What follows belongs to an exercise in optimizing a design on an open flow for small area, a short achievable clock period and few clock cycles per item; a production flow would make more cautious choices.
Only simulation tests tie the RTL to the original design; equivalence was not proved.
No activity file was given, so power comes from the tool's default toggle rates.

**config.mk**
```make
export PLATFORM = sky130hd
export DESIGN_NAME = fat_dir_entry_name_decoder_core
export DESIGN_NICKNAME = fat_dir_entry_name_decoder_core
export VERILOG_FILES = /design/flow/design.v
export SDC_FILE = /design/flow/constraint.sdc
export NUM_CORES = 4
export LEC_CHECK = 0
export ABC_CLOCK_PERIOD_IN_PS = 3300
export CAP_MARGIN = 20
export CORE_MARGIN = 2
export CORE_UTILIZATION = 40
export CTS_CLUSTER_DIAMETER = 100
export CTS_CLUSTER_SIZE = 30
export SETUP_SLACK_MARGIN = 2.8
export SLEW_MARGIN = 20
```
**constraint.sdc**
```tcl
create_clock -name core_clock -period 6.0 [get_ports {aclk}]
set_input_delay 1.2000 -clock core_clock [delete_from_list [all_inputs] [get_ports {aclk}]]
set_output_delay 1.2000 -clock core_clock [all_outputs]
set_load 0.01 [all_outputs]
```
**design.v**
```verilog
package fdn_pkg;
    localparam int ENTRY_W     = 256;
    localparam int IN_TDATA_W  = 264;
    localparam int NEW_DIR_BIT = 256;
    localparam int OUT_TDATA_W = 88;
    localparam int SLOTS = 63;
    localparam int UNITS_PER_ENTRY = 13;
    localparam logic [7:0] BYTE_END     = 8'h00;
    localparam logic [7:0] BYTE_DELETED = 8'hE5;
    localparam logic [7:0] BYTE_DOT     = 8'h2E;
    localparam logic [7:0] BYTE_SPACE   = 8'h20;
    localparam logic [7:0] ATTR_LONG    = 8'h0F;
    localparam logic [UNITS_PER_ENTRY*5-1:0] UNIT_OFFSET = {
        5'd30, 5'd28, 5'd24, 5'd22, 5'd20, 5'd18, 5'd16, 5'd14, 5'd9, 5'd7, 5'd5, 5'd3, 5'd1
    };
endpackage
import fdn_pkg::*;
module fdn_short_name (
    input  logic             clk,
    input  logic             load,         
    input  logic [10:0][7:0] name_bytes,
    input  logic             step,         
    output logic [7:0]       first_char,   
    output logic             first_last,   
    output logic [7:0]       next_char,    
    output logic             next_last     
);
    logic [6:0][7:0] stem_reg;     
    logic [2:0][7:0] ext_reg;      
    logic            has_ext_reg;
    logic            in_ext_reg;   
    logic has_ext;
    assign has_ext = (name_bytes[8] != BYTE_SPACE);
    always_comb begin
        if (name_bytes[0] != BYTE_SPACE) begin
            first_char = name_bytes[0];
            first_last = (name_bytes[1] != BYTE_SPACE) ? (name_bytes[1] == 8'h00) : !has_ext;
        end else begin
            first_char = has_ext ? BYTE_DOT : 8'h00;
            first_last = !has_ext || (name_bytes[8] == 8'h00);
        end
    end
    always_comb begin
        if (!in_ext_reg) begin
            if (stem_reg[0] != BYTE_SPACE) begin
                next_char = stem_reg[0];
                next_last = (stem_reg[1] != BYTE_SPACE) ? (stem_reg[1] == 8'h00) : !has_ext_reg;
            end else begin
                next_char = BYTE_DOT;
                next_last = (ext_reg[0] == 8'h00);
            end
        end else begin
            next_char = ext_reg[0];
            next_last = (ext_reg[1] == BYTE_SPACE) || (ext_reg[1] == 8'h00);
        end
    end
    always_ff @(posedge clk) begin
        if (load) begin
            stem_reg    <= name_bytes[7:1];
            ext_reg     <= name_bytes[10:8];
            has_ext_reg <= has_ext;
            in_ext_reg  <= (name_bytes[0] == BYTE_SPACE);
        end else if (step) begin
            if (!in_ext_reg) begin
                if (stem_reg[0] == BYTE_SPACE) begin
                    in_ext_reg <= 1'b1;
                end else begin
                    stem_reg <= {BYTE_SPACE, stem_reg[6:1]};
                end
            end else begin
                ext_reg <= {BYTE_SPACE, ext_reg[2:1]};
            end
        end
    end
endmodule
import fdn_pkg::*;
module fdn_name_ram (
    input  logic                clk,
    input  logic                clear,
    input  logic [SLOTS-1:0]    wr_en,
    input  logic [12:0][7:0]    wr_unit,      
    input  logic [5:0]          rd_addr,
    output logic [7:0]          rd_ahead,     
    output logic [7:0]          slot0,
    output logic [7:0]          slot1
);
    logic [SLOTS-1:0][7:0] mem;
    logic [12:0][7:0]      wr_data;
    always_comb begin
        for (int u = 0; u < UNITS_PER_ENTRY; u++) begin
            wr_data[u] = clear ? 8'h00 : wr_unit[u];
        end
    end
    always_ff @(posedge clk) begin
        for (int p = 0; p < SLOTS; p++) begin
            if (wr_en[p] || clear) begin
                mem[p] <= wr_data[p % UNITS_PER_ENTRY];
            end
        end
    end
    logic [63:0][7:0] mem_ahead;
    assign mem_ahead = {24'h000000, mem[SLOTS-1:2]};
    assign rd_ahead  = mem_ahead[rd_addr];
    assign slot0     = mem[0];
    assign slot1     = mem[1];
endmodule
import fdn_pkg::*;
module fat_dir_entry_name_decoder_core #(
    parameter int NAME_CAPACITY = 64
) (
    input  logic                           aclk,
    input  logic                           aresetn,
    input  logic                           s_tvalid,
    output logic                           s_tready,
    input  logic [fdn_pkg::IN_TDATA_W-1:0] s_tdata,
    output logic                            m_tvalid,
    input  logic                            m_tready,
    output logic [fdn_pkg::OUT_TDATA_W-1:0] m_tdata,
    output logic                            m_tlast
);
    logic [5:0] len_reg;
    logic [5:0] nlen_reg;
    logic [3:0] nu_reg;           
    logic [2:0] nseq_reg;         
    logic       pending_reg;
    logic       ended_reg;
    logic       pre_done_reg;     
    logic       peek_reg;         
    logic        ob_valid_reg;
    logic        long_reg;        
    logic        eod_reg;
    logic [5:0]  pos_reg;
    logic [5:0]  lima_reg;        
    logic [5:0]  limb_reg;
    logic [7:0]  char_reg;        
    logic        last_reg;        
    logic [7:0]  nxt_reg;         
    logic        isdir_reg;
    logic [31:0] size_reg;
    logic [31:0] clus_reg;
    logic [31:0][7:0] b;
    logic             new_dir;
    logic [7:0]       b0;
    logic [7:0]       attr;
    logic [4:0]       seq;
    logic             is_end, is_del, is_lfn, is_vis;
    logic             drop;
    logic             pending_eff;
    assign b       = s_tdata[ENTRY_W-1:0];
    assign new_dir = s_tdata[NEW_DIR_BIT];
    assign b0      = b[0];
    assign attr    = b[11];
    assign seq     = b0[4:0];
    assign is_end  = (b0 == BYTE_END);
    assign is_del  = (b0 == BYTE_DELETED);
    assign is_lfn  = !is_end && !is_del && (attr == ATTR_LONG);
    assign is_vis  = !is_end && !is_del && (b0 != BYTE_DOT) && !attr[3];
    assign drop        = ended_reg & ~new_dir;
    assign pending_eff = pending_reg & ~new_dir;
    logic [12:0][7:0] unit_lo;
    logic [12:0]      unit_ok;      
    logic [3:0]       n_units;      
    logic             seq_in;       
    assign seq_in = (seq != 5'd0) && (seq <= 5'd5);
    always_comb begin
        logic        run;
        logic [15:0] u16;
        run = 1'b1;
        n_units = '0;
        for (int u = 0; u < UNITS_PER_ENTRY; u++) begin
            u16 = {b[UNIT_OFFSET[u*5 +: 5] + 1], b[UNIT_OFFSET[u*5 +: 5]]};
            unit_lo[u] = u16[7:0];
            if (u16 == 16'h0000 || u16 == 16'hFFFF) run = 1'b0;
            if (u >= 11 && seq == 5'd5) run = 1'b0;
            unit_ok[u] = run;
            if (run) n_units = 4'(u + 1);
        end
    end
    logic [5:0] nbase;
    logic [5:0] nlen;
    logic       nlen_zero;
    logic [5:0] len_fold;
    logic       len_zero;
    logic       len_le1;
    always_comb begin
        case (nseq_reg)
            3'd1:    nbase = 6'd0;
            3'd2:    nbase = 6'd13;
            3'd3:    nbase = 6'd26;
            3'd4:    nbase = 6'd39;
            default: nbase = 6'd52;
        endcase
    end
    assign nlen_zero = (nseq_reg == 3'd0) || (nu_reg == 4'd0);
    assign nlen      = nlen_zero ? 6'd0 : nbase + 6'(nu_reg);
    assign len_fold  = (nlen_reg > len_reg) ? nlen_reg : len_reg;
    assign len_zero  = (len_reg == 6'd0) && (nlen_reg == 6'd0) && nlen_zero;
    assign len_le1   = (len_reg <= 6'd1) && (nlen_reg <= 6'd1) &&
                       (nlen_zero || (nseq_reg == 3'd1 && nu_reg == 4'd1));
    logic       take, adv, fin, player_free;
    logic       long_busy;
    assign take        = ob_valid_reg & m_tready;
    assign adv         = take & ~last_reg;
    assign fin         = take & last_reg;
    assign player_free = ~ob_valid_reg | fin;
    assign long_busy   = ob_valid_reg & long_reg & ~last_reg;
    logic lfn_safe;
    logic harmless;
    always_comb begin
        lfn_safe = 1'b1;
        if (long_busy) begin
            case (seq)
                5'd1: lfn_safe = (pos_reg >= 6'd13);
                5'd2: lfn_safe = (pos_reg >= 6'd26) || (lima_reg <= 6'd13 && limb_reg <= 6'd13);
                5'd3: lfn_safe = (pos_reg >= 6'd39) || (lima_reg <= 6'd26 && limb_reg <= 6'd26);
                5'd4: lfn_safe = (pos_reg >= 6'd52) || (lima_reg <= 6'd39 && limb_reg <= 6'd39);
                5'd5: lfn_safe = (lima_reg <= 6'd52 && limb_reg <= 6'd52);
                default: lfn_safe = 1'b1;
            endcase
        end
        harmless = !new_dir && (drop || (!is_end && !is_vis && (!is_lfn || lfn_safe)));
    end
    assign s_tready = (player_free & (~new_dir | pre_done_reg)) | peek_reg;
    logic s_fire;
    logic act;        
    logic load;       
    logic clear;
    assign s_fire = s_tvalid & s_tready;
    assign act    = s_fire & ~drop;
    assign load   = act & (is_end | is_vis);
    assign clear  = ~aresetn | (s_tvalid & new_dir & ~pre_done_reg & ~long_busy);
    logic [SLOTS-1:0] wr_en;
    logic [7:0]       rd_ahead;
    logic [7:0]       slot0;
    logic [7:0]       slot1;
    always_comb begin
        for (int p = 0; p < SLOTS; p++) begin
            wr_en[p] = act && is_lfn && (seq == 5'(p / UNITS_PER_ENTRY + 1)) &&
                       unit_ok[p % UNITS_PER_ENTRY];
        end
    end
    fdn_name_ram u_name_ram (
        .clk      (aclk),
        .clear    (clear),
        .wr_en    (wr_en),
        .wr_unit  (unit_lo),
        .rd_addr  (pos_reg),
        .rd_ahead (rd_ahead),
        .slot0    (slot0),
        .slot1    (slot1)
    );
    logic [7:0] sn_first;
    logic       sn_first_last;
    logic [7:0] sn_next;
    logic       sn_next_last;
    fdn_short_name u_short_name (
        .clk        (aclk),
        .load       (load),
        .name_bytes (b[10:0]),
        .step       (adv & ~long_reg),
        .first_char (sn_first),
        .first_last (sn_first_last),
        .next_char  (sn_next),
        .next_last  (sn_next_last)
    );
    always_ff @(posedge aclk) begin
        if (!aresetn) begin
            len_reg      <= '0;
            nlen_reg     <= '0;
            nu_reg       <= '0;
            nseq_reg     <= '0;
            pending_reg  <= 1'b0;
            ended_reg    <= 1'b0;
            ob_valid_reg <= 1'b0;
            pre_done_reg <= 1'b0;
            peek_reg     <= 1'b0;
        end else begin
            if (act) begin
                if (is_lfn) begin
                    pending_reg <= 1'b1;
                    len_reg     <= new_dir ? 6'd0 : len_fold;
                    nlen_reg    <= new_dir ? 6'd0 : nlen;
                    nu_reg      <= n_units;
                    nseq_reg    <= seq_in ? seq[2:0] : 3'd0;
                    ended_reg   <= 1'b0;
                end else begin
                    pending_reg <= 1'b0;
                    len_reg     <= '0;
                    nlen_reg    <= '0;
                    nu_reg      <= '0;
                    nseq_reg    <= '0;
                    ended_reg   <= is_end;
                end
            end else begin
                len_reg  <= len_fold;
                nlen_reg <= nlen;
            end
            ob_valid_reg <= load | (ob_valid_reg & ~fin);
            pre_done_reg <= (pre_done_reg | (s_tvalid & new_dir & ~long_busy)) & ~s_fire;
            peek_reg     <= s_tvalid & ~s_fire & harmless;
        end
    end
    always_ff @(posedge aclk) begin
        if (load) begin
            pos_reg   <= '0;
            long_reg  <= ~is_end & pending_eff;
            eod_reg   <= is_end;
            lima_reg  <= len_fold;
            limb_reg  <= nlen;
            nxt_reg   <= slot1;
            isdir_reg <= ~is_end & attr[4];
            size_reg  <= is_end ? 32'd0 : {b[31], b[30], b[29], b[28]};
            clus_reg  <= is_end ? 32'd0 : {b[21], b[20], b[27], b[26]};
            if (is_end) begin
                char_reg <= 8'h00;
                last_reg <= 1'b1;
            end else if (pending_eff) begin
                char_reg <= len_zero ? 8'h00 : slot0;
                last_reg <= len_le1 || (slot0 == 8'h00) || (slot1 == 8'h00);
            end else begin
                char_reg <= sn_first;
                last_reg <= sn_first_last;
            end
        end else if (adv) begin
            pos_reg <= pos_reg + 6'd1;
            if (long_reg) begin
                char_reg <= nxt_reg;
                nxt_reg  <= rd_ahead;
                last_reg <= ((7'(pos_reg) + 7'd2 >= 7'(lima_reg)) &&
                             (7'(pos_reg) + 7'd2 >= 7'(limb_reg))) || (rd_ahead == 8'h00);
            end else begin
                char_reg <= sn_next;
                last_reg <= sn_next_last;
            end
        end
    end
    assign m_tvalid = ob_valid_reg;
    assign m_tlast  = last_reg;
    assign m_tdata  = {7'd0, eod_reg, clus_reg, size_reg, isdir_reg, long_reg, pos_reg, char_reg};
endmodule
```
**flow/run.sh**
```bash
#!/bin/bash
# The standard layout, with the port buffers that buffer_ports inserts made
# plain buffers (sky130_fd_sc_hd__buf_1) instead of the cell it picks by itself.
# Everything else is the standard flow, run through the standard.sh.
set -euo pipefail
export BUFFER_PORTS_ARGS="-buffer_cell sky130_fd_sc_hd__buf_1"
bash standard.sh > standard_flow.log 2>&1
```
**standard.sh**
```bash
#!/bin/bash
# synth_recipe.tcl (not shown) runs the flow's synth.tcl, then flattens the netlist and writes it again
# the make line also repeats each setting of config.mk as NAME=value (left out here)
make -C /OpenROAD-flow-scripts/flow DESIGN_CONFIG=/design/flow/config.mk WORK_HOME=/design/flow/orfs CLKGATE_MAP_FILE= SYNTH_SCRIPT=/design/flow/synth_recipe.tcl "${@:-finish}"
```
==> results of run 1 <==
layer usage:
| layer | part of all wire, % | wire length, um |
|---|---|---|
| met5 | 0 | 0 |
| met4 | 3.7 | 3850 |
| met3 | 8.8 | 9090 |
| met2 | 47 | 48700 |
| met1 | 40 | 41300 |
synth_stat cells, types with 5 or more instances:
| cell type | instances | share of area [%] |
|---|---|---|
| o21ai_0 | 49 | 0.79 |
| buf_1 | 10 | 0.12 |
| or4_1 | 5 | 0.12 |
| or3_1 | 8 | 0.16 |
| a21o_1 | 9 | 0.22 |
| nand3_1 | 16 | 0.26 |
| o21ai_1 | 9 | 0.14 |
| mux2_2 | 21 | 0.76 |
| mux4_2 | 120 | 8.7 |
| o21a_1 | 6 | 0.14 |
| xnor2_1 | 5 | 0.14 |
| buf_4 | 15 | 0.36 |
| ha_1 | 28 | 1.1 |
| buf_2 | 8 | 0.13 |
| edfxtp_1 | 682 | 66 |
| nand2_1 | 99 | 1.2 |
| nor4_1 | 73 | 1.5 |
| and4_1 | 11 | 0.31 |
| a221oi_1 | 5 | 0.14 |
| and3_1 | 6 | 0.12 |
| dfxtp_1 | 30 | 1.9 |
| inv_1 | 42 | 0.51 |
| mux2i_1 | 14 | 0.45 |
| nand4_1 | 58 | 1.2 |
| a22oi_1 | 72 | 1.7 |
| mux2_4 | 56 | 2.7 |
| nand2b_1 | 8 | 0.16 |
| nor2_1 | 61 | 0.74 |
| and2_1 | 191 | 3.8 |
| clkbuf_1 | 58 | 0.70 |
| nor2b_1 | 22 | 0.44 |
| buf_6 | 15 | 0.54 |
| a21oi_1 | 48 | 0.77 |
| nor3_1 | 23 | 0.37 |
| xor2_1 | 5 | 0.14 |
kinds of logic after synthesis:
family / count (synthesis) / share of synthesized area, %
buffers and inverters: 150 / 2.39
DFF: 712 / 67.7
and+or+nand+nor: 602 / 11.0
muxes: 211 / 12.6
other: 1 / 0.0120
xor gates and xnor gates: 10 / 0.281
adders and majority gates: 29 / 1.19
AOI/OAI and AO/OA: 231 / 4.81
power breakdown:
group	internal [mW]	switching [mW]
Sequential	5.85	0.136
Combinational	0.534	0.837
Clock	1.03	1.55
final cells by class:
| class | instances | area (um2) |
|---|---|---|
| Tap cell | 1040 | 1300 |
| Timing Repair inverter | 3 | 31.3 |
| Inverter | 44 | 206 |
| Clock inverter | 10 | 143 |
| Fill cell | 6672 | 41100 |
| Sequential cell | 712 | 21100 |
| Timing Repair Buffer | 410 | 2310 |
| Multi-Input combinational cell | 1093 | 10200 |
| Clock buffer | 37 | 798 |
timing repair:
| item | 4_1_cts | 5_1_grt |
|---|---|---|
| cloned | 6 | 5 |
| buffers inserted | 36 | 17 |
| gates resized for setup | 68 | 65 |
| setup endpoints to repair | 784 | 446 |
| pin swaps | 19 | 20 |
per-stage QoR:
step	total power, mW	instances
floorplan	6.74	1952
global placement	7.28	3238
detailed placement	7.30	3238
CTS	9.90	3327
global route	10.2	3349
finish	9.94	3349
worst max-delay path: stages:
cell	delay [ns]
buf_2	0.15
or4b_4	0.58
nor2_4	0.12
and4_4	0.23
buf_4	0.11
nor3_2	0.04
nor2_2	0.20
or2_4	0.19
buf_6	0.25
o21ai_1	0.22
o21a_2	0.28
final timing paths:
check | start | to | cells past startpoint
worst max-delay path | s_tdata[4] | u_short_name.ext_reg[16]$_SDFFCE_PN0P_ | 11
worst min-delay path | pending_reg$_SDFFE_PN0P_ | pending_reg$_SDFFE_PN0P_ | 2
worst max register to register | pos_reg[0]$_SDFFE_PP0P_ | last_reg$_DFFE_PP_ | 10
worst min register to register | pending_reg$_SDFFE_PN0P_ | pending_reg$_SDFFE_PN0P_ | 2
==> results.json, run 1 <==
{
  "status": "finished clean",
  "htree_levels": 1,
  "n_antenna_cell": 0,
  "ys_ff_latch": 712,
  "use_met2_pct": 40.4,
  "final_layout_size_suffix_gt1_share_pct": 21.3,
  "end_kind": "flip-flop",
  "fin_skew_ns": 0.0313,
  "ys_seq_area_share_pct": 67.7,
  "dr.first_iter.drc_count": 2376,
  "core_area_um2": 77200,
  "start_kind": "input port",
  "grt_busiest_layer": "met2",
  "layout.nets": 2591,
  "drv_slew": 0,
  "clock_latency_ns": 0.64,
  "vias": 19800,
  "whs_ns": 0.457,
  "largest_reg_flops": 504,
  "rsz0062_at_grt": "true",
  "fp.dieArea_um2": 80100,
  "cts_root_buf": "clkbuf_16",
  "layout_setup_ws_ns": 2.80,
  "synth-async-reset-ratio_pct": 0,
  "fin_crit_sh_pct": 53.3,
  "hp-class": "flip-flop to flip-flop",
  "mostFrequentLayoutCell": "edfxtp_1",
  "pre_cts_ws_ns": 1.33,
  "ios": 359,
  "setup_violations": 0,
  "maxSlewHeadroom_pct": 23.2,
  "power.leakage_nw": 12.2,
  "wl_per_cell_um": 30.7,
  "area_delta_synth_final_pct": 15.9,
  "via_per_inst": 5.92,
  "dpl.hpwl_um": 73500,
  "gp_congestion": 0.945,
  "fp.dieH_um": 283,
  "grt_max_degree": 70,
  "cts.sinks": 712,
  "grt_pass1_wl_um": 142000,
  "syn_area_um2": 31100,
  "fin_util_pct": 46.7,
  "rows": 102,
  "grt_pass1_vias": 19200,
  "placed_area_um2": 33800,
  "post-route-min-period_ns": 3.20,
  "cts_hold_buf": 0,
  "ant_nets": 0,
  "clk_pin_slew_ns": 0.11,
  "wirelength_um": 103000,
  "mostFrequentLayoutCells": "edfxtp_1, buf_1, and2_1",
  "track_usage_pct": 24.7,
  "hold_viol": 0,
  "antenna_found_initial": 2,
  "r2r_setup_slack_ns": 2.81,
  "crit_fanout": 22,
  "critical_path_class": "input port to flip-flop",
  "cts_tree": "yes",
  "route.detailed.drc": 0,
  "cts_buffer_depth": 3,
  "cap_violations": 0,
  "synth_edf_count": 682,
  "yosysWarnings": 3,
  "start_util_pct": 40.3,
  "grt.met1_usage_pct": 34.5,
  "arrival_ns": 3.58,
  "setup_tns_ns": 0,
  "drt-pass1-iter-count": 5,
  "die_x_um": 283,
  "port_buffers": 328,
  "grt_util_met3_pct": 3.55,
  "crit_required_ns": 6.38,
  "fin_area_um2": 36100,
  "power_density_nw_per_um2": 275,
  "ir_drop_uv": 223,
  "ys.flop_type": "edfxtp_1",
  "numCtsBuffers": 30,
  "fmax_ghz": 0.313,
  "globalRouteOverflowTotal": 0,
  "synth_cell_types": 73,
  "tightest_slew_ns": 1.15,
  "synth_area_per_cell_um2": 16.0,
  "syn_inst": 1946
}
Testbench counts, summed over its fixed seeds: cycles 14,449, entries 2,409.
==> run 2: changes to the inputs <==
--- a/config.mk
+++ b/config.mk
@@ -11,4 +11,4 @@
 export CORE_UTILIZATION = 40
-export CTS_CLUSTER_DIAMETER = 100
-export CTS_CLUSTER_SIZE = 30
+export CTS_CLUSTER_DIAMETER = 90
+export CTS_CLUSTER_SIZE = 25
 export SETUP_SLACK_MARGIN = 2.8
==> run 2 against run 1 <==
  * Final area is 0.32% higher
  * Utilization is 0.15 points higher
  * Clock power is 7% higher
  * Combinational power hardly changed
  * Maximum frequency is 0.77% lower
  * Critical path type is now flip-flop to flip-flop
==> results.json, run 2 <==
{
  "maxSlewHeadroom_pct": 21.5,
  "final_layout_size_suffix_gt1_share_pct": 21.7,
  "timing.rr.start": "pos_reg[0]$_SDFFE_PP0P_",
  "startpoint": "pos_reg[0]$_SDFFE_PP0P_",
  "grt_pass1_vias": 19200,
  "gp_congestion": 0.945,
  "syn_area_um2": 31100,
  "clk_pin_slew_ns": 0.10,
  "dpl.hpwl_um": 73500,
  "area_delta_synth_final_pct": 16.3,
  "power_density_nw_per_um2": 279,
  "cap_violations": 0,
  "synth-async-reset-ratio_pct": 0,
  "end_kind": "flip-flop",
  "ant_nets": 0,
  "yosys-top-cells-count": "edfxtp_1, and2_1, mux4_2, nand2_1, nor4_1",
  "yosysTopAreaCell": "edfxtp_1",
  "wl_per_cell_um": 30.7,
  "ys_ff_latch": 712,
  "pre_cts_ws_ns": 1.33,
  "antenna_found_initial": 6,
  "mostFrequentLayoutCell": "edfxtp_1",
  "reg2reg_to": "last_reg$_DFFE_PP_",
  "status": "finished clean",
  "synth_edf_count": 682,
  "syn_inst": 1946,
  "rows": 102,
  "via_per_inst": 5.94,
  "ys.flop_type": "edfxtp_1",
  "tightest_slew_ns": 1.18,
  "ys_top_cells_by_area": "edfxtp_1, mux4_2, and2_1",
  "crit_fanout": 14,
  "die_x_um": 283,
  "rsz0062_at_grt": "false",
  "layout.nets": 2592,
  "largest_reg_flops": 504,
  "reg2reg_depth": 10,
  "post-route-min-period_ns": 3.22,
  "ios": 359,
  "grt_pass1_wl_um": 141000,
  "route.detailed.drc": 0,
  "start_util_pct": 40.3,
  "synth_top_area_share_pct": 65.8,
  "final_cells": 3347,
  "cts.sinks": 712,
  "yosysMostFrequentCell": "edfxtp_1",
  "wirelength_um": 103000,
  "cts_root_buf": "clkbuf_16",
  "synth_cell_types": 73,
  "mostFrequentLayoutCells": "edfxtp_1, buf_1, and2_1",
  "crit_required_ns": 6.37,
  "drv_slew": 0,
  "dr.first_iter.drc_count": 2542,
  "fmax_ghz": 0.310,
  "globalRouteOverflowTotal": 0,
  "arrival_ns": 3.60,
  "critical_path_class": "flip-flop to flip-flop",
  "ys_seq_area_share_pct": 67.7,
  "crit_end": "last_reg$_DFFE_PP_",
  "r2r_setup_slack_ns": 2.78,
  "numCtsBuffers": 35,
  "clock_latency_ns": 0.59,
  "ir_drop_uv": 239,
  "fin_area_um2": 36200,
  "cts_buffer_depth": 3,
  "track_usage_pct": 24.6,
  "cts_hold_buf": 0,
  "fin_util_pct": 46.9,
  "holdCritStartpoint": "pending_reg$_SDFFE_PN0P_",
  "fin_crit_sh_pct": 53.7,
  "placed_area_um2": 33800,
  "htree_levels": 2,
  "hold_viol": 0,
  "layout_setup_ws_ns": 2.78,
  "yosysWarnings": 3,
  "hp-class": "flip-flop to flip-flop",
  "setup_tns_ns": 0,
  "power.leakage_nw": 12.2,
  "port_buffers": 328,
  "start_kind": "flip-flop",
  "synth_area_per_cell_um2": 16.0,
  "fp.dieH_um": 283,
  "cts_tree": "yes",
  "grt_max_degree": 71,
  "dp.cells": 3238,
  "setup_violations": 0,
  "vias": 19900,
  "core_area_um2": 77200,
  "fp.dieArea_um2": 80100,
  "drt-pass1-iter-count": 6,
  "fin_skew_ns": 0.0195
}
## run 2: kinds of logic (layout without fill, tap and decap cells)
| kind of cell | count (synthesis) | in the layout | synth area share (%) |
|---|---|---|---|
| DFF | 712 | 712 | 67.7 |
| and+or+nand+nor | 602 | 602 | 11.0 |
| AOI/OAI and AO/OA | 231 | 233 | 4.81 |
| muxes | 211 | 211 | 12.6 |
| buffers and inverters | 150 | 501 | 2.39 |
| adders and majority gates | 29 | 29 | 1.19 |
| xor gates and xnor gates | 10 | 10 | 0.281 |
| other | 1 | 9 | 0.0120 |
## run 2: cell type report
type,count,area (um2)
well taps,1040,1300
repair buffers,409,2340
inverters,44,198
multi-input cells,1092,10200
clock inverters,5,68.8
diodes,2,5.00
fillers,6659,41000
flip-flops and latches,712,21100
clock buffers,42,955
repair inverters,1,8.76
## run 2: worst min-delay path by stage
stage	to	slack, ns	cells past startpoint
6_report	pending_reg$_SDFFE_PN0P_	0.46	2
3_3_place_gp	pending_reg$_SDFFE_PN0P_	0.44	2
2_1_floorplan	pending_reg$_SDFFE_PN0P_	0.42	2
4_1_cts	pending_reg$_SDFFE_PN0P_	0.45	2
5_1_grt	pending_reg$_SDFFE_PN0P_	0.49	2
3_5_place_dp	pending_reg$_SDFFE_PN0P_	0.44	2
## run 2: layer usage
layer,up-vias,part of all wire (%),track usage (%)
li1,8370,-,-
met1,10200,39,34.1
met2,1138,48,40.0
met3,157,9.5,4.30
met4,2,3.3,6.88
met5,-,0.013,0
## run 2: metrics by stage
step           hold slack, ns  power, mW
2_1_floorplan           0.416       6.74
3_3_place_gp            0.438       7.28
3_5_place_dp            0.440       7.30
4_1_cts                 0.454       10.1
5_1_grt                 0.491       10.4
6_report                0.457       10.1
## run 2: worst max-delay path: stages, from the launching register on
cell and delay (ns):
dfxtp_4 0.47, buf_12 0.18, buf_16 0.18, mux4_2 0.61, a22oi_2 0.25, nand2_1 0.09
a22oi_1 0.27, nand2_1 0.19, nor4_2 0.19, nand2_1 0.13, a311oi_2 0.39
## run 2: power by group
part	internal (mW)	switching (mW)
logic	0.539	0.834
clock network	1.19	1.55
registers	5.85	0.136
total	7.58	2.52
## run 2: repair_timing
| action | CTS | global route |
|---|---|---|
| resized for setup | 76 | 65 |
| pin swaps | 20 | 19 |
| setup buffers | 40 | 11 |
| cloned | 5 | 4 |
| setup endpoints to repair | 815 | 743 |
==> run 3: changes to the inputs <==
--- a/design.v
+++ b/design.v
@@ -63,2 +63,3 @@
         end else if (step) begin
+            stem_reg <= {BYTE_SPACE, stem_reg[6:1]};
             if (!in_ext_reg) begin
@@ -66,4 +67,2 @@
                     in_ext_reg <= 1'b1;
-                end else begin
-                    stem_reg <= {BYTE_SPACE, stem_reg[6:1]};
                 end
==> run 3 against run 2 <==
  * Clock skew increased by 0.0047 ns
  * Combinational power about the same
  * Via count increased by 4.1%
  * Register-to-register slack about the same
  * Flip-flop and latch count unchanged
  * Routed wire length increased by 1.2%
  * Still clean
  * Final area increased by 0.26%
==> results.json, run 3 <==
{
  "mostFrequentLayoutCell": "edfxtp_1",
  "rsz0062_at_grt": "true",
  "p_sw_mw": 2.60,
  "yosys-top-cells-count": "edfxtp_1, nand2_1, and2_1, mux4_2, nor4_1",
  "cap_violations": 0,
  "holdCritStartpoint": "pending_reg$_SDFFE_PN0P_",
  "fin_skew_ns": 0.0242,
  "nFillCells": 6802,
  "mostFrequentLayoutCells": "edfxtp_1, nand2_1, buf_1",
  "synth_cell_types": 75,
  "area_delta_synth_final_pct": 17.1,
  "setup_tns_ns": 0,
  "holdPathStages": 2,
  "grt_pass1_vias": 19800,
  "yosysTopAreaCell": "edfxtp_1",
  "p_int_mw": 7.54,
  "port_buffers": 328,
  "r2r_setup_slack_ns": 2.78,
  "drt-pass1-iter-count": 8,
  "pre_cts_ws_ns": 1.07,
  "power_density_nw_per_um2": 279,
  "final_cells": 3545,
  "crit_required_ns": 6.56,
  "start_util_pct": 40.2,
  "grt_max_degree": 98,
  "cts_tree": "yes",
  "ios": 359,
  "cts_root_buf": "clkbuf_16",
  "rows": 102,
  "fp.dieH_um": 282,
  "yosysMostFrequentCell": "edfxtp_1",
  "cts.sinks": 712,
  "swShare_pct": 25.6,
  "multi_input_area_um2": 9860,
  "vias": 20700,
  "fp.dieArea_um2": 79700,
  "power_frac_comb_pct": 13.4,
  "timing.rr.start": "pos_reg[0]$_SDFFE_PP0P_",
  "grt_pass1_wl_um": 144000,
  "maxSlewHeadroom_pct": 32.9,
  "ys_seq_area_share_pct": 68.0,
  "fin_crit_sh_pct": 53.9,
  "power.leakage_nw": 12.8,
  "syn_area_um2": 31000,
  "ys_top_cells_by_area": "edfxtp_1, mux4_2, and2_1",
  "final_layout_size_suffix_gt1_share_pct": 20.2,
  "hp-class": "flip-flop to flip-flop",
  "htree_levels": 2,
  "syn_inst": 2098,
  "setup_violations": 0,
  "end_kind": "flip-flop",
  "regArea_um2": 21100,
  "crit_fanout": 4,
  "sequentialPowerShare_pct": 59.0,
  "wirelength_um": 104000,
  "via_per_inst": 5.84,
  "critical_path_class": "input port to flip-flop",
  "route.detailed.drc": 0,
  "fmax_ghz": 0.309,
  "antenna_found_initial": 2,
  "synth_top_area_share_pct": 66.1,
  "hold_viol": 0,
  "layout.nets": 2787,
  "pwr-share-clk_pct": 27.6,
  "synth-async-reset-ratio_pct": 0,
  "largest_reg_flops": 504,
  "placed_area_um2": 33700,
  "clk_pin_slew_ns": 0.10,
  "clock_latency_ns": 0.60,
  "reg2reg_depth": 11,
  "drv_slew": 0,
  "dpl.hpwl_um": 74200,
  "holdPathEnd": "pending_reg$_SDFFE_PN0P_",
  "ir_drop_uv": 192,
  "synth_area_per_cell_um2": 14.8,
  "reg2reg_to": "last_reg$_DFFE_PP_",
  "core_area_um2": 77100,
  "track_usage_pct": 25.8,
  "cts_buffer_depth": 3,
  "ant_nets": 0,
  "tightest_slew_ns": 1.01,
  "fin_area_um2": 36300,
  "wl_per_cell_um": 29.3,
  "status": "finished clean",
  "dp.cells": 3407,
  "synth_edf_count": 682,
  "power_mw": 10.1,
  "layout_setup_ws_ns": 2.76,
  "ys_ff_latch": 712,
  "post-route-min-period_ns": 3.24,
  "ys.flop_type": "edfxtp_1",
  "arrival_ns": 3.80,
  "die_x_um": 282,
  "start_kind": "input port",
  "numCtsBuffers": 37,
  "gp_congestion": 0.925,
  "dr.first_iter.drc_count": 2640,
  "globalRouteOverflowTotal": 0,
  "yosysWarnings": 3
}
[run 3: cell count changes in the layout (fill, tap and decap cells not counted), sizes merged, moves of 5 or more]
cell    delta
clkbuf    +21
o21a       +7
o22ai      +5
a221oi     +6
nand2    +172
mux4       -6
a21oi      +7
a22oi     -37
mux2i      +5
buf       +32
mux2      -71
nor2b     +15
o31ai      +5
[run 3: kinds of logic (layout without fill, tap and decap cells)]
kind of cell	Yosys count	count (layout)	synth area share [%]
AO/OA/AOI/OAI	253	254	5.36
XOR/XNOR	10	10	0.283
adder cells (fa/ha/maj)	29	29	1.20
buffers and inverters	154	552	2.31
flip-flops	712	712	68.0
multiplexers	139	139	9.23
other	1	9	0.0121
AND/OR/NAND/NOR	800	800	13.6
[run 3: what timing repair did]
action | in CTS | in global routing
cloned | 2 | 0
resized for setup | 166 | 103
setup buffers | 53 | 29
endpoints found under the setup margin | 790 | 381
hold buffers | 0 | 0
endpoints found under the hold margin | 0 | 0
pin swaps | 32 | 27
[run 3: area by class of cell]
type	instances	area share, %
clock inverter	11	0.338
inverter	39	0.469
sequential	712	58.1
timing repair buffer	461	7.71
tap	1040	3.59
multi-input combinational	1239	27.2
clock buffer	41	2.59
antenna	2	0.0138
[run 3: layer usage]
metal / vias to the layer above / track usage [%] / wire length [um]
met5: - / 0 / 0
met2: 1146 / 41.1 / 49000
met1: 10500 / 35.1 / 40700
li1: 8870 / - / -
met4: 0 / 9.37 / 4080
met3: 193 / 5.21 / 10200
[run 3: worst max path at each step]
| stage | startpoint | end | slack (ns) | cells after the start |
|---|---|---|---|---|
| 5_1_grt | s_tdata[152] | u_name_ram.mem[474]$_DFFE_PP_ | 2.71 | 7 |
| 2_1_floorplan | s_tdata[50] | u_name_ram.mem[200]$_DFFE_PP_ | 2.25 | 8 |
| 3_3_place_gp | s_tdata[0] | u_short_name.stem_reg[49]$_SDFFCE_PN0P_ | 1.08 | 8 |
| 3_5_place_dp | s_tdata[1] | u_short_name.stem_reg[42]$_DFFE_PP_ | 1.07 | 9 |
| 6_report | s_tdata[134] | nu_reg[2]$_SDFFE_PN0P_ | 2.76 | 15 |
| 4_1_cts | s_tdata[4] | u_short_name.stem_reg[34]$_DFFE_PP_ | 2.75 | 9 |
[run 3: power groups by stage]
stage          registers [mW]  clock network (mW)  logic, mW
4_1_cts                  5.98                2.84       1.30
3_5_place_dp             6.11                   0       1.17
3_3_place_gp             6.10                   0       1.15
2_1_floorplan            6.03                   0      0.666
5_1_grt                  6.01                2.99       1.42
6_report                 5.98                2.80       1.36
[run 3: through the flow]
stage / util (%) / hold WS (ns)
6_report: 47.1 / 0.480
5_1_grt: 47.1 / 0.524
4_1_cts: 46.5 / 0.479
3_5_place_dp: 43.7 / 0.461
3_3_place_gp: 43.7 / 0.464
2_1_floorplan: - / 0.431
[run 3: worst max-delay path, stage by stage]
cell and delay (ns):
clkbuf_2 0.10, nor4_1 0.34, and4_4 0.32, nor2_4 0.05
buf_4 0.14, buf_4 0.12, buf_4 0.12, buf_4 0.12
buf_4 0.12, buf_4 0.12, buf_4 0.12, nand2_1 0.36
o21bai_1 0.24, a21oi_1 0.22, a21o_1 0.10
Testbench counts of run 3, summed over its fixed seeds: cycles 14,449, entries 2,409.
==> run 4: changes to the inputs <==
--- a/config.mk
+++ b/config.mk
@@ -11,4 +11,4 @@
 export CORE_UTILIZATION = 40
-export CTS_CLUSTER_DIAMETER = 90
-export CTS_CLUSTER_SIZE = 25
+export CTS_CLUSTER_DIAMETER = 100
+export CTS_CLUSTER_SIZE = 30
 export SETUP_SLACK_MARGIN = 2.8
==> run 4 against run 3 <==
  * Routed wire length up 0.99%
  * Non-clock buffer count rose by 21
  * Die area unchanged
  * Clock power is 9.6% lower
  * Critical endpoint is now last_reg$_DFFE_PP_
  * Register-to-register slack worse by 0.06 ns
  * Global-route usage down 0.32 points
==> results.json, run 4 <==
{
  "path_cells": "buf_12 -> buf_12 -> mux4_2 -> a221oi_2 -> o31ai_2 -> a32oi_2 -> nand2_1 -> or3_4 -> nor4_4 -> o21a_1",
  "hold_viol": 0,
  "core_area_um2": 77100,
  "htree_levels": 1,
  "syn_inst": 2098,
  "setup_tns_ns": 0,
  "cpLargestDelayFamily": "compound AO/OA/AOI/OAI gates",
  "synth_top_area_share_pct": 66.1,
  "synth_edf_count": 682,
  "yosysMostFrequentCell": "edfxtp_1",
  "rows": 102,
  "ir_drop_uv": 304,
  "wirelength_um": 105000,
  "fp.dieH_um": 282,
  "cap_violations": 0,
  "setup_violations": 0,
  "ys_seq_area_share_pct": 68.0,
  "critPathMaxStageDelay_ns": 0.60,
  "maxSlewHeadroom_pct": 32.4,
  "cts_tree": "yes",
  "mostFrequentLayoutCell": "edfxtp_1",
  "crit_path_frequent_cell": "buf_12",
  "via_per_inst": 5.88,
  "numCtsBuffers": 29,
  "tightest_slew_ns": 1.01,
  "gp_congestion": 0.925,
  "hp-class": "flip-flop to flip-flop",
  "globalRouteOverflowTotal": 0,
  "end_kind": "flip-flop",
  "cp.buffers_inverters": 2,
  "clock_latency_ns": 0.64,
  "route.detailed.drc": 0,
  "yosysTopAreaCell": "edfxtp_1",
  "grt_max_degree": 97,
  "synth-async-reset-ratio_pct": 0,
  "nFillCells": 6770,
  "status": "finished clean",
  "fin_crit_sh_pct": 54.7,
  "syn_area_um2": 31000,
  "ios": 359,
  "fin_skew_ns": 0.0309,
  "rsz0062_at_grt": "true",
  "area_delta_synth_final_pct": 18.0,
  "crit_required_ns": 6.50,
  "power_density_nw_per_um2": 273,
  "start_util_pct": 40.2,
  "yosysWarnings": 3,
  "vias": 20900,
  "cts_hold_buf": 0,
  "mostFrequentLayoutCells": "edfxtp_1, nand2_1, buf_1",
  "track_usage_pct": 25.4,
  "grt_pass1_vias": 19600,
  "crit_fanout": 7,
  "synth_cell_types": 75,
  "dp.cells": 3407,
  "final_layout_size_suffix_gt1_share_pct": 21.1,
  "clk_pin_slew_ns": 0.12,
  "start_kind": "flip-flop",
  "antenna_found_initial": 2,
  "layout.nets": 2800,
  "ys_top_cells_by_area": "edfxtp_1, mux4_2, and2_1",
  "dpl.hpwl_um": 74200,
  "largest_reg_flops": 504,
  "post-route-min-period_ns": 3.28,
  "ys.flop_type": "edfxtp_1",
  "grt_pass1_wl_um": 143000,
  "cts_buffer_depth": 3,
  "fmax_ghz": 0.305,
  "drv_slew": 0,
  "port_buffers": 328,
  "critical_path_class": "flip-flop to flip-flop",
  "arrival_ns": 3.78,
  "wl_per_cell_um": 29.5,
  "dr.first_iter.drc_count": 2428,
  "ys_ff_latch": 712,
  "cts_root_buf": "clkbuf_16",
  "die_x_um": 282,
  "ant_nets": 0,
  "fp.dieArea_um2": 79700,
  "drt-pass1-iter-count": 6,
  "final_cells": 3562,
  "yosys-top-cells-count": "edfxtp_1, nand2_1, and2_1, mux4_2, nor4_1",
  "cts.sinks": 712,
  "cpMaxStageDelayCell": "mux4_2",
  "synth_area_per_cell_um2": 14.8,
  "power.leakage_nw": 12.8
}
run 4: cell counts after synthesis:
Identical to the previous run, type by type.
run 4: power by group:
part,total (mW),internal (mW),switching (mW),leakage [nW]
Combinational,1.45,0.581,0.873,5.24
Sequential,5.98,5.85,0.129,7.18
Clock,2.53,0.985,1.55,0.428
Total,9.97,7.42,2.55,12.8
run 4: logic make-up after synthesis:
kind of cell,share of synthesized area (%)
compound gates,5.36
xor+xnor,0.283
fa+ha+maj,1.20
buf+inv,2.31
flops,68.0
mux,9.23
other cells,0.0121
simple gates,13.6
run 4: final timing paths:
check,startpoint,endpoint,slack (ns),cells past startpoint
setup / recovery,pos_reg[0]$_SDFFE_PP0P_,last_reg$_DFFE_PP_,2.72,10
hold / removal,pending_reg$_SDFFE_PN0P_,pending_reg$_SDFFE_PN0P_,0.48,2
setup reg to reg,pos_reg[0]$_SDFFE_PP0P_,last_reg$_DFFE_PP_,2.72,10
hold reg to reg,pending_reg$_SDFFE_PN0P_,pending_reg$_SDFFE_PN0P_,0.48,2
run 4: through the flow:
step           power, mW  area [um2]  utilization (%)  hold slack [ns]  worst slack (ns)
2_1_floorplan       6.69       31300                -            0.431              2.25
3_3_place_gp        7.26       33700             43.7            0.464              1.08
3_5_place_dp        7.28       33700             43.7            0.461              1.07
4_1_cts             9.83       35500             46.0            0.481              2.76
5_1_grt             10.2       36600             47.4            0.526              2.70
6_report            9.97       36600             47.4            0.484              2.72
run 4: repair_timing:
action                                  4_1_cts  5_1_grt
endpoints found under the setup margin      766      379
gates resized for setup                     118      204
pin swaps                                    26       39
cloned                                        1        4
setup buffers                                52       48
run 4: final cells by class:
| cell class | instances | area (um2) | share of cell area [%] |
|---|---|---|---|
| Antenna cell | 3 | 7.51 | 0.0205 |
| Timing Repair Buffer | 482 | 3170 | 8.67 |
| Tap cell | 1040 | 1300 | 3.56 |
| Sequential cell | 712 | 21100 | 57.7 |
| Inverter | 39 | 166 | 0.455 |
| Multi-Input combinational cell | 1239 | 9940 | 27.2 |
| Clock buffer | 40 | 777 | 2.12 |
| Clock inverter | 7 | 109 | 0.298 |
run 4: metal layers:
layer,GRT usage (%),wire length [um],vias up
met2,41.1,49700,1141
li1,-,-,8903
met4,7.54,3720,0
met3,4.52,9670,172
met1,35.3,41900,10700
met5,0,0,-
run 4: tightest hold or removal path: cells and delay by family, from the launching register on:
kind	cells	cell delay [ns]
DFF	1	0.35
and+or+nand+nor	2	0.10
==> run 5: changes to the inputs <==
--- a/design.v
+++ b/design.v
@@ -63,3 +63,2 @@
         end else if (step) begin
-            stem_reg <= {BYTE_SPACE, stem_reg[6:1]};
             if (!in_ext_reg) begin
@@ -67,2 +66,4 @@
                     in_ext_reg <= 1'b1;
+                end else begin
+                    stem_reg <= {BYTE_SPACE, stem_reg[6:1]};
                 end
--- a/config.mk
+++ b/config.mk
@@ -11,4 +11,5 @@
 export CORE_UTILIZATION = 40
-export CTS_CLUSTER_DIAMETER = 100
-export CTS_CLUSTER_SIZE = 30
+export CTS_CLUSTER_DIAMETER = 90
+export CTS_CLUSTER_SIZE = 25
+export PLACE_DENSITY = 0.7
 export SETUP_SLACK_MARGIN = 2.8
==> run 5 against run 4 <==
  * Final area down 1.9%
  * Register-to-register slack better by 0.19 ns
  * Non-clock buffer count down 79
  * Global-route usage down 2.1 points
  * Combinational power down 9.7%
  * Count of clock-buffer cells in the layout up 7
  * Via count down 5.2%
  * Clock power up 6%
  * Routed wire length down 8.6%
  * First-iteration DRC count up 18%
==> results.json, run 5 <==
{
  "cp.buffers_inverters": 4,
  "synth_top_area_share_pct": 65.8,
  "ios": 359,
  "layout.nets": 2586,
  "wirelength_um": 96000,
  "cts_buffer_depth": 3,
  "timing.rr.start": "pos_reg[0]$_SDFFE_PP0P_",
  "ant_nets": 0,
  "p_int_mw": 7.54,
  "grt_max_degree": 70,
  "tightest_slew_ns": 1.08,
  "path_cells": "buf_1 -> or4_4 -> nor4_4 -> buf_4 -> a31oi_1 -> nand4b_1 -> nand2b_4 -> inv_4 -> a21oi_4 -> inv_1",
  "regArea_um2": 21100,
  "route.detailed.drc": 0,
  "synth_edf_count": 682,
  "fin_skew_ns": 0.0262,
  "pwr-share-clk_pct": 27.0,
  "cts.sinks": 712,
  "drv_slew": 0,
  "cap_violations": 0,
  "yosysTopAreaCell": "edfxtp_1",
  "fp.dieH_um": 283,
  "core_area_um2": 77200,
  "via_per_inst": 5.94,
  "antenna_found_initial": 2,
  "syn_inst": 1946,
  "area_delta_synth_final_pct": 15.2,
  "yosys-top-cells-count": "edfxtp_1, and2_1, mux4_2, nand2_1, nor4_1",
  "maxSlewHeadroom_pct": 27.7,
  "synth_cell_types": 73,
  "hp-class": "flip-flop to flip-flop",
  "nFillCells": 6603,
  "fmax_ghz": 0.314,
  "critPathMaxStageDelay_ns": 0.55,
  "synth_area_per_cell_um2": 16.0,
  "ys_seq_area_share_pct": 67.7,
  "rows": 102,
  "ys_ff_latch": 712,
  "track_usage_pct": 23.3,
  "cts_hold_buf": 0,
  "placed_area_um2": 33800,
  "wl_per_cell_um": 28.7,
  "grt_pass1_vias": 19200,
  "status": "finished clean",
  "final_layout_size_suffix_gt1_share_pct": 19.6,
  "power.leakage_nw": 12.1,
  "ys_top_cells_by_area": "edfxtp_1, mux4_2, and2_1",
  "clock_latency_ns": 0.60,
  "p_sw_mw": 2.44,
  "ys.flop_type": "edfxtp_1",
  "grt_pass1_wl_um": 136000,
  "whs_ns": 0.476,
  "startpoint": "s_tdata[66]",
  "n_antenna_cell": 0,
  "fin_crit_sh_pct": 53.1,
  "clk_pin_slew_ns": 0.10,
  "power_frac_comb_pct": 13.1,
  "arrival_ns": 3.47,
  "hold_viol": 0,
  "pre_cts_ws_ns": 1.45,
  "start_util_pct": 40.3,
  "syn_area_um2": 31100,
  "start_kind": "input port",
  "gp_congestion": 0.990,
  "dpl.hpwl_um": 69400,
  "fin_area_um2": 35900,
  "ir_drop_uv": 219,
  "yosysWarnings": 3,
  "largest_reg_flops": 504,
  "cts_root_buf": "clkbuf_16",
  "crit_fanout": 8,
  "multi_input_area_um2": 10200,
  "critical_path_class": "input port to flip-flop",
  "cpMaxStageDelayCell": "or4_4",
  "setup_tns_ns": 0,
  "htree_levels": 2,
  "setup_violations": 0,
  "port_buffers": 328,
  "end_kind": "flip-flop",
  "power_density_nw_per_um2": 278,
  "globalRouteOverflowTotal": 0,
  "sequentialPowerShare_pct": 59.9,
  "numCtsBuffers": 34,
  "vias": 19900,
  "swShare_pct": 24.5,
  "dr.first_iter.drc_count": 2864,
  "cts_tree": "yes",
  "cpLargestDelayFamily": "simple AND/OR/NAND/NOR gates",
  "post-route-min-period_ns": 3.19,
  "rsz0062_at_grt": "true",
  "synth-async-reset-ratio_pct": 0,
  "drt-pass1-iter-count": 5,
  "layout_setup_ws_ns": 2.81,
  "crit_required_ns": 6.29,
  "mostFrequentLayoutCells": "edfxtp_1, buf_1, and2_1",
  "yosysMostFrequentCell": "edfxtp_1",
  "die_x_um": 283,
  "holdCritStartpoint": "pending_reg$_SDFFE_PN0P_",
  "mostFrequentLayoutCell": "edfxtp_1",
  "fp.dieArea_um2": 80100
}
## run 5: cells by family after synthesis
logic type | after synthesis | share of synthesized area, %
AO/OA/AOI/OAI | 231 | 4.81
XOR/XNOR | 10 | 0.281
adder cells (fa/ha/maj) | 29 | 1.19
buffers and inverters | 150 | 2.39
flip-flops | 712 | 67.7
multiplexers | 211 | 12.6
other | 1 | 0.0120
AND/OR/NAND/NOR | 602 | 11.0
## run 5: path summary, 6_finish.rpt
path         slack [ns]  cells past startpoint                             to
min                0.48                      2       pending_reg$_SDFFE_PN0P_
max reg2reg        2.91                     10             last_reg$_DFFE_PP_
min reg2reg        0.48                      2       pending_reg$_SDFFE_PN0P_
max                2.81                     10  u_name_ram.mem[457]$_DFFE_PP_
## run 5: final cells by class
cell class | instances | share of cell area (%)
clock buffers | 47 | 2.69
clock inverters | 3 | 0.122
inverters | 44 | 0.551
multi-input cells | 1093 | 28.3
flip-flops and latches | 712 | 58.8
well taps | 1040 | 3.63
repair buffers | 403 | 5.86
repair inverters | 1 | 0.0453
## run 5: power by group through the flow
stage | Sequential [mW] | Clock (mW) | Combinational (mW)
4_1_cts | 5.97 | 2.71 | 1.25
6_report | 5.98 | 2.69 | 1.31
3_5_place_dp | 6.11 | 0 | 1.16
3_3_place_gp | 6.09 | 0 | 1.14
5_1_grt | 6.00 | 2.86 | 1.36
2_1_floorplan | 6.02 | 0 | 0.719
## run 5: worst min-delay path: cells and delay by family (launching register included)
kind	cells	cell delay [ns]
flip-flops	1	0.34
AND/OR/NAND/NOR	2	0.10
## run 5: metal layers
layer  global-route usage [%]  up-vias  wire length [um]
met1                     31.2    10100             35600
met3                     3.62      176              9970
met5                        0        -                 0
li1                         -     8340                 -
met2                     38.9     1269             46700
met4                     7.90        0              3710
## run 5: what timing repair did
item | 4_1_cts | 5_1_grt
pin swaps | 19 | 15
setup buffers | 34 | 17
cloned | 3 | 3
gates resized for setup | 54 | 45
endpoints found under the setup margin | 842 | 530
## run 5: per-stage QoR
step,utilization (%),instances,power [mW]
2_1_floorplan,-,1952,6.74
5_1_grt,46.5,3343,10.2
3_3_place_gp,43.8,3236,7.24
6_report,46.5,3343,9.98
3_5_place_dp,43.8,3236,7.27
4_1_cts,45.9,3323,9.93
Testbench counts of run 5, summed over its fixed seeds: cycles 14,449, entries 2,409.
==> run 6: changes to the inputs <==
--- a/design.v
+++ b/design.v
@@ -63,2 +63,3 @@
         end else if (step) begin
+            stem_reg <= {BYTE_SPACE, stem_reg[6:1]};
             if (!in_ext_reg) begin
@@ -66,4 +67,2 @@
                     in_ext_reg <= 1'b1;
-                end else begin
-                    stem_reg <= {BYTE_SPACE, stem_reg[6:1]};
                 end
@@ -79,3 +78,4 @@
     input  logic                clear,
-    input  logic [SLOTS-1:0]    wr_en,
+    input  logic [4:0]          wr_grp,       
+    input  logic [12:0]         wr_ok,        
     input  logic [12:0][7:0]    wr_unit,      
@@ -93,5 +93,9 @@
     end
+    logic [4:0]  grp_en;
+    logic [12:0] unit_en;
+    assign grp_en  = wr_grp | {5{clear}};
+    assign unit_en = wr_ok | {13{clear}};
     always_ff @(posedge clk) begin
         for (int p = 0; p < SLOTS; p++) begin
-            if (wr_en[p] || clear) begin
+            if (grp_en[p / UNITS_PER_ENTRY] && unit_en[p % UNITS_PER_ENTRY]) begin
                 mem[p] <= wr_data[p % UNITS_PER_ENTRY];
@@ -173,3 +177,2 @@
             if (u16 == 16'h0000 || u16 == 16'hFFFF) run = 1'b0;
-            if (u >= 11 && seq == 5'd5) run = 1'b0;
             unit_ok[u] = run;
@@ -194,3 +197,4 @@
     assign nlen_zero = (nseq_reg == 3'd0) || (nu_reg == 4'd0);
-    assign nlen      = nlen_zero ? 6'd0 : nbase + 6'(nu_reg);
+    assign nlen      = nlen_zero ? 6'd0 :
+                       (nseq_reg == 3'd5 && nu_reg > 4'd11) ? 6'd63 : nbase + 6'(nu_reg);
     assign len_fold  = (nlen_reg > len_reg) ? nlen_reg : len_reg;
@@ -231,3 +235,3 @@
     assign clear  = ~aresetn | (s_tvalid & new_dir & ~pre_done_reg & ~long_busy);
-    logic [SLOTS-1:0] wr_en;
+    logic [4:0]       wr_grp;       
     logic [7:0]       rd_ahead;
@@ -236,5 +240,4 @@
     always_comb begin
-        for (int p = 0; p < SLOTS; p++) begin
-            wr_en[p] = act && is_lfn && (seq == 5'(p / UNITS_PER_ENTRY + 1)) &&
-                       unit_ok[p % UNITS_PER_ENTRY];
+        for (int g = 0; g < 5; g++) begin
+            wr_grp[g] = act && is_lfn && (seq == 5'(g + 1));
         end
@@ -244,3 +247,4 @@
         .clear    (clear),
-        .wr_en    (wr_en),
+        .wr_grp   (wr_grp),
+        .wr_ok    (unit_ok),
         .wr_unit  (unit_lo),
--- a/config.mk
+++ b/config.mk
@@ -7,3 +7,3 @@
 export LEC_CHECK = 0
-export ABC_CLOCK_PERIOD_IN_PS = 3300
+export ABC_CLOCK_PERIOD_IN_PS = 3100
 export CAP_MARGIN = 20
@@ -13,4 +13,3 @@
 export CTS_CLUSTER_SIZE = 25
-export PLACE_DENSITY = 0.7
-export SETUP_SLACK_MARGIN = 2.8
+export SETUP_SLACK_MARGIN = 2.9
 export SLEW_MARGIN = 20
==> run 6 against run 5 <==
  * Still clean on timing, DRC and antenna
  * Critical path depth grew 1
  * Synthesized area shrank 0.76%
  * First-iteration DRC count shrank 8.6%
  * Flip-flop and latch count is the same
  * Via count grew 2.2%
  * Routed wire length grew 6.1%
  * Global-route usage grew 2.0 points
  * Largest power group unchanged
==> results.json, run 6 <==
{
  "synth-async-reset-ratio_pct": 0,
  "crit_required_ns": 6.42,
  "port_buffers": 328,
  "whs_ns": 0.521,
  "ys_top_cells_by_area": "edfxtp_1, mux4_2, and2_1",
  "vias": 20300,
  "holdCritStartpoint": "u_short_name.ext_reg[20]$_SDFFCE_PN0P_",
  "start_kind": "flip-flop",
  "syn_inst": 2071,
  "synth_top_area_share_pct": 66.3,
  "fmax_ghz": 0.303,
  "timing.rr.start": "pos_reg[0]$_SDFFE_PP0P_",
  "ys_seq_area_share_pct": 68.2,
  "yosysMostFrequentCell": "edfxtp_1",
  "holdPathEnd": "u_short_name.ext_reg[12]$_DFFE_PP_",
  "power_density_nw_per_um2": 281,
  "status": "finished clean",
  "ios": 359,
  "cts_buffer_depth": 3,
  "r2r_setup_slack_ns": 2.70,
  "post-route-min-period_ns": 3.30,
  "hp-class": "flip-flop to flip-flop",
  "die_x_um": 282,
  "start_util_pct": 40.5,
  "crit_fanout": 17,
  "arrival_ns": 3.73,
  "ys_ff_latch": 712,
  "grt_pass1_wl_um": 142000,
  "cts.sinks": 712,
  "grt_max_degree": 90,
  "clk_pin_slew_ns": 0.10,
  "via_per_inst": 5.82,
  "mostFrequentLayoutCell": "edfxtp_1",
  "layout.nets": 2739,
  "fp.dieH_um": 282,
  "wl_per_cell_um": 29.2,
  "cts_root_buf": "clkbuf_16",
  "fp.dieArea_um2": 79500,
  "maxSlewHeadroom_pct": 26.2,
  "ant_nets": 0,
  "route.detailed.drc": 0,
  "final_layout_size_suffix_gt1_share_pct": 20.4,
  "yosysTopAreaCell": "edfxtp_1",
  "globalRouteOverflowTotal": 0,
  "grt_pass1_vias": 19800,
  "fin_util_pct": 47.7,
  "drv_slew": 0,
  "yosys-top-cells-count": "edfxtp_1, nand2_1, and2_1, nor2_1, mux4_2",
  "startpoint": "pos_reg[0]$_SDFFE_PP0P_",
  "setup_tns_ns": 0,
  "antenna_found_initial": 1,
  "tightest_slew_ns": 1.10,
  "core_area_um2": 76200,
  "rsz0062_at_grt": "true",
  "syn_area_um2": 30900,
  "htree_levels": 2,
  "ys.flop_type": "edfxtp_1",
  "track_usage_pct": 25.3,
  "critical_path_class": "flip-flop to flip-flop",
  "setup_violations": 0,
  "numCtsBuffers": 36,
  "synth_edf_count": 682,
  "wirelength_um": 102000,
  "synth_area_per_cell_um2": 14.9,
  "synth_cell_types": 67,
  "reg2reg_depth": 11,
  "clock_latency_ns": 0.62,
  "ir_drop_uv": 172,
  "cap_violations": 0,
  "area_delta_synth_final_pct": 17.6,
  "reg2reg_to": "last_reg$_DFFE_PP_",
  "largest_reg_flops": 504,
  "fin_crit_sh_pct": 55.1,
  "fin_skew_ns": 0.0341,
  "drt-pass1-iter-count": 6,
  "mostFrequentLayoutCells": "edfxtp_1, buf_1, nand2_1",
  "power.leakage_nw": 12.4,
  "holdPathStages": 2,
  "dr.first_iter.drc_count": 2619,
  "dpl.hpwl_um": 72500,
  "rows": 101,
  "gp_congestion": 0.943,
  "cts_tree": "yes",
  "end_kind": "flip-flop",
  "hold_viol": 0,
  "yosysWarnings": 3
}
[run 6: kinds of logic (layout without fill, tap and decap cells)]
group	Yosys count	in the layout	synth area share, %
adder cells (fa/ha/maj)	29	29	1.20
buffers and inverters	153	529	2.41
other	1	8	0.0121
XOR/XNOR	12	12	0.340
AND/OR/NAND/NOR	775	776	13.0
multiplexers	151	151	9.87
flip-flops	712	712	68.2
AO/OA/AOI/OAI	238	239	4.94
[run 6: how the worst max path moves through the flow]
stage	endpoint	slack, ns	cells past startpoint
2_1_floorplan	u_short_name.ext_reg[0]$_DFFE_PP_	2.50	9
4_1_cts	last_reg$_DFFE_PP_	2.74	11
3_3_place_gp	u_name_ram.mem[95]$_DFFE_PP_	1.48	8
6_report	last_reg$_DFFE_PP_	2.70	11
3_5_place_dp	u_name_ram.mem[302]$_DFFE_PP_	1.43	8
5_1_grt	last_reg$_DFFE_PP_	2.70	11
[run 6: metal layers]
| layer | up-vias | global-route usage [%] | part of all wire (%) |
|---|---|---|---|
| met2 | 1130 | 41.3 | 48 |
| met5 | - | 0 | 0 |
| met3 | 160 | 4.94 | 9.9 |
| met4 | 0 | 7.34 | 3.5 |
| met1 | 10300 | 34.6 | 39 |
| li1 | 8720 | - | - |
[run 6: cell type report]
class	instances	area, um2
diodes	1	2.50
clock buffers	43	970
clock inverters	8	120
fillers	6537	39900
inverters	37	155
multi-input cells	1214	10100
flip-flops and latches	712	21100
well taps	1030	1290
repair buffers	441	2590
[run 6: worst max-delay path: stages (launching register included)]
cell and delay (ns):
dfxtp_4 0.39, buf_12 0.13, buf_16 0.17, buf_4 0.14
mux4_2 0.56, mux2i_1 0.18, o21ai_0 0.09, o21ai_0 0.14
o221a_2 0.30, or3b_1 0.35, or4_4 0.46, a31oi_4 0.19
[run 6: report_power, final]
part | internal [mW] | total, mW | switching (mW)
combinational | 0.539 | 1.40 | 0.858
sequential | 5.85 | 5.98 | 0.130
clock | 1.23 | 2.82 | 1.60
[run 6: what timing repair did]
action | in CTS | in global routing
endpoints found under the setup margin | 1119 | 542
setup buffers | 46 | 33
pin swaps | 29 | 24
gates cloned | 7 | 1
gates resized for setup | 116 | 75
hold buffers | 0 | 0
[run 6: through the flow]
stage / power, mW / cell area, um2 / setup WS, ns / cells
after global routing: 10.5 / 36300 / 2.70 / 3485
after global placement: 7.25 / 33600 / 1.48 / 3347
after detailed placement: 7.27 / 33600 / 1.43 / 3347
after floorplan: 6.71 / 31500 / 2.50 / 2077
final: 10.2 / 36300 / 2.70 / 3486
after CTS: 10.2 / 35800 / 2.74 / 3451
Testbench counts of run 6, summed over its fixed seeds: cycles 14,449, entries 2,409.
==> run 7: changes to the inputs <==
--- a/config.mk
+++ b/config.mk
@@ -7,3 +7,3 @@
 export LEC_CHECK = 0
-export ABC_CLOCK_PERIOD_IN_PS = 3100
+export ABC_CLOCK_PERIOD_IN_PS = 3300
 export CAP_MARGIN = 20
@@ -13,3 +13,4 @@
 export CTS_CLUSTER_SIZE = 25
-export SETUP_SLACK_MARGIN = 2.9
+export PLACE_DENSITY = 0.7
+export SETUP_SLACK_MARGIN = 2.8
 export SLEW_MARGIN = 20
==> run 7 against run 6 <==
  * Still clean on timing, DRC and antenna
  * Final area fell by 0.40%
  * Routed wire length barely moved
  * Non-clock buffer count fell by 11
  * Clock skew rose by 0.014 ns
  * Via count rose by 2.1%
  * Combinational power fell by 3%
  * First-iteration DRC count rose by 15%
  * Setup slack got worse by 0.049 ns
  * Utilization fell by 0.19 points
  * Critical endpoint unchanged
==> results.json, run 7 <==
{
  "mostFrequentLayoutCells": "edfxtp_1, buf_1, nand2_1",
  "wirelength_um": 102000,
  "cts_tree": "yes",
  "htree_levels": 2,
  "end_kind": "flip-flop",
  "grt_pass1_wl_um": 141000,
  "synth_top_area_share_pct": 66.3,
  "arrival_ns": 3.81,
  "core_area_um2": 76200,
  "antenna_found_initial": 2,
  "cts_root_buf": "clkbuf_16",
  "route.detailed.drc": 0,
  "dp.cells": 3352,
  "wl_per_cell_um": 29.2,
  "rsz0062_at_grt": "true",
  "ys_top_cells_by_area": "edfxtp_1, mux4_2, and2_1",
  "ant_nets": 0,
  "cts.sinks": 712,
  "port_buffers": 328,
  "dr.first_iter.drc_count": 3000,
  "r2r_setup_slack_ns": 2.65,
  "via_per_inst": 5.96,
  "ios": 359,
  "rows": 101,
  "cts_hold_buf": 0,
  "setup_tns_ns": 0,
  "drv_slew": 0,
  "fin_skew_ns": 0.0482,
  "fp.dieArea_um2": 79500,
  "whs_ns": 0.500,
  "pre_cts_ws_ns": 1.18,
  "ys_seq_area_share_pct": 68.2,
  "syn_inst": 2071,
  "yosysMostFrequentCell": "edfxtp_1",
  "area_delta_synth_final_pct": 17.1,
  "setup_violations": 0,
  "yosysWarnings": 3,
  "hp-class": "flip-flop to flip-flop",
  "vias": 20700,
  "critPathMaxStageDelay_ns": 0.60,
  "gp_congestion": 0.987,
  "hold_viol": 0,
  "start_kind": "flip-flop",
  "regArea_um2": 21100,
  "syn_area_um2": 30900,
  "fin_crit_sh_pct": 55.9,
  "numCtsBuffers": 38,
  "tightest_slew_ns": 1.08,
  "synth_cell_types": 67,
  "ys_ff_latch": 712,
  "power_mw": 10.2,
  "placed_area_um2": 33500,
  "ys.flop_type": "edfxtp_1",
  "yosysTopAreaCell": "edfxtp_1",
  "multi_input_area_um2": 9950,
  "path_cells": "buf_12 -> buf_12 -> buf_8 -> mux4_2 -> a22oi_2 -> a21oi_1 -> nor3_2 -> a21oi_1 -> or3b_1 -> or4_4 -> a31oi_4",
  "layout.nets": 2729,
  "start_util_pct": 40.5,
  "synth-async-reset-ratio_pct": 0,
  "clock_latency_ns": 0.62,
  "status": "finished clean",
  "post-route-min-period_ns": 3.35,
  "grt_max_degree": 101,
  "clk_pin_slew_ns": 0.10,
  "cts_buffer_depth": 3,
  "dpl.hpwl_um": 71600,
  "maxSlewHeadroom_pct": 27.5,
  "drt-pass1-iter-count": 6,
  "globalRouteOverflowTotal": 0,
  "power.leakage_nw": 12.3,
  "critical_path_class": "flip-flop to flip-flop",
  "fmax_ghz": 0.298,
  "final_layout_size_suffix_gt1_share_pct": 17.5,
  "crit_required_ns": 6.46,
  "ir_drop_uv": 206,
  "cap_violations": 0,
  "fin_util_pct": 47.5,
  "die_x_um": 282,
  "fp.dieH_um": 282,
  "power_density_nw_per_um2": 283,
  "fin_area_um2": 36200,
  "track_usage_pct": 25.0,
  "final_cells": 3479,
  "largest_reg_flops": 504,
  "yosys-top-cells-count": "edfxtp_1, nand2_1, and2_1, nor2_1, mux4_2",
  "grt_pass1_vias": 20100,
  "layout_setup_ws_ns": 2.65,
  "cpMaxStageDelayCell": "mux4_2",
  "synth_area_per_cell_um2": 14.9,
  "synth_edf_count": 682,
  "crit_fanout": 9,
  "mostFrequentLayoutCell": "edfxtp_1",
  "nFillCells": 6476
}
==> run 7: cell counts after synthesis <==
Identical to the previous run, type by type.
==> run 7: worst max-delay path, delay by kind of cell, from the launching register on <==
family          cells  cell delay, ns
buf+inv             3            0.37
compound gates      4            0.81
simple gates        3            0.99
mux                 1            0.60
flops               1            0.40
==> run 7: where the power goes <==
group	internal, mW	switching, mW
registers	5.85	0.139
clock network	1.24	1.64
logic	0.510	0.848
total	7.60	2.63
==> run 7: metal layers <==
layer | track usage (%) | part of all wire (%) | vias to the layer above
li1 | - | - | 8708
met3 | 5.79 | 11 | 248
met5 | 0 | 0.011 | -
met4 | 10.2 | 4.6 | 2
met2 | 41.0 | 49 | 1371
met1 | 31.9 | 36 | 10400
==> run 7: logic make-up after synthesis <==
| kind of cell | count (synthesis) | synth area share [%] |
|---|---|---|
| AND/OR/NAND/NOR | 775 | 13.0 |
| buffers and inverters | 153 | 2.41 |
| multiplexers | 151 | 9.87 |
| other | 1 | 0.0121 |
| XOR/XNOR | 12 | 0.340 |
| flip-flops | 712 | 68.2 |
| adder cells (fa/ha/maj) | 29 | 1.20 |
| AO/OA/AOI/OAI | 238 | 4.94 |
==> run 7: final timing paths <==
| kind | endpoint | cells after the start | start |
|---|---|---|---|
| worst max-delay path | last_reg$_DFFE_PP_ | 11 | pos_reg[0]$_SDFFE_PP0P_ |
| worst min-delay path | u_short_name.stem_reg[32]$_DFFE_PP_ | 2 | u_short_name.stem_reg[40]$_DFFE_PP_ |
| worst max register to register | last_reg$_DFFE_PP_ | 11 | pos_reg[0]$_SDFFE_PP0P_ |
| worst min register to register | u_short_name.stem_reg[32]$_DFFE_PP_ | 2 | u_short_name.stem_reg[40]$_DFFE_PP_ |
==> run 7: cell type report <==
cell class	count	share of cell area [%]
Sequential cell	712	58.3
Inverter	37	0.429
Clock inverter	11	0.394
Tap cell	1030	3.56
Timing Repair Buffer	430	7.09
Antenna cell	2	0.0138
Multi-Input combinational cell	1213	27.5
Clock buffer	44	2.75
==> run 7: what timing repair did <==
action                     4_1_cts  5_1_grt
setup buffers                   46       16
pin swaps                       18       15
cloned                           4        4
resized for setup               79       58
setup endpoints to repair     1046      514

-- separate check: timing with driven ports --
The results above use ideal ports. As a check the final layouts listed here were re-extracted and re-timed, cells and wires unchanged.
Step 1: set_driving_cell puts a clkbuf_16 on aclk and a buf_2 on each other input, an assumption about the parent block.
Step 2 times the ports against the registers' clock, not the clock port: input delays grow and output delays shrink by t, the midpoint of the rising clock arrivals with the driver on.
Three values: no drivers, after step 1, after step 2; two values: the first two.
run	shift t [ns]	setup slack, ns	worst hold slack (ns)	clock arrival spread, ns	worst register clock-pin slew, ns
run 1	0.692	2.801 / 2.806 / 2.136	0.457 / 0.457 / 0.457	0.040 / 0.039	0.12 / 0.12
run 2	0.645	2.776 / 2.776 / 2.191	0.457 / 0.457 / 0.457	0.023 / 0.023	0.10 / 0.10
run 3	0.661	2.763 / 2.782 / 2.141	0.480 / 0.480 / 0.480	0.037 / 0.037	0.11 / 0.11
run 4	0.704	2.721 / 2.721 / 2.124	0.484 / 0.484 / 0.484	0.041 / 0.040	0.12 / 0.12
run 5	0.651	2.812 / 2.845 / 2.194	0.476 / 0.476 / 0.476	0.026 / 0.026	0.11 / 0.11
run 6	0.665	2.696 / 2.696 / 2.270	0.521 / 0.521 / 0.521	0.042 / 0.043	0.10 / 0.10
run 7	0.660	2.648 / 2.648 / 2.125	0.500 / 0.500 / 0.500	0.054 / 0.054	0.11 / 0.11
After both steps every run listed still meets setup and hold. The setup slack of run 1, which loses most, moves by +0.005 ns with the drivers and by -0.665 ns with both steps.
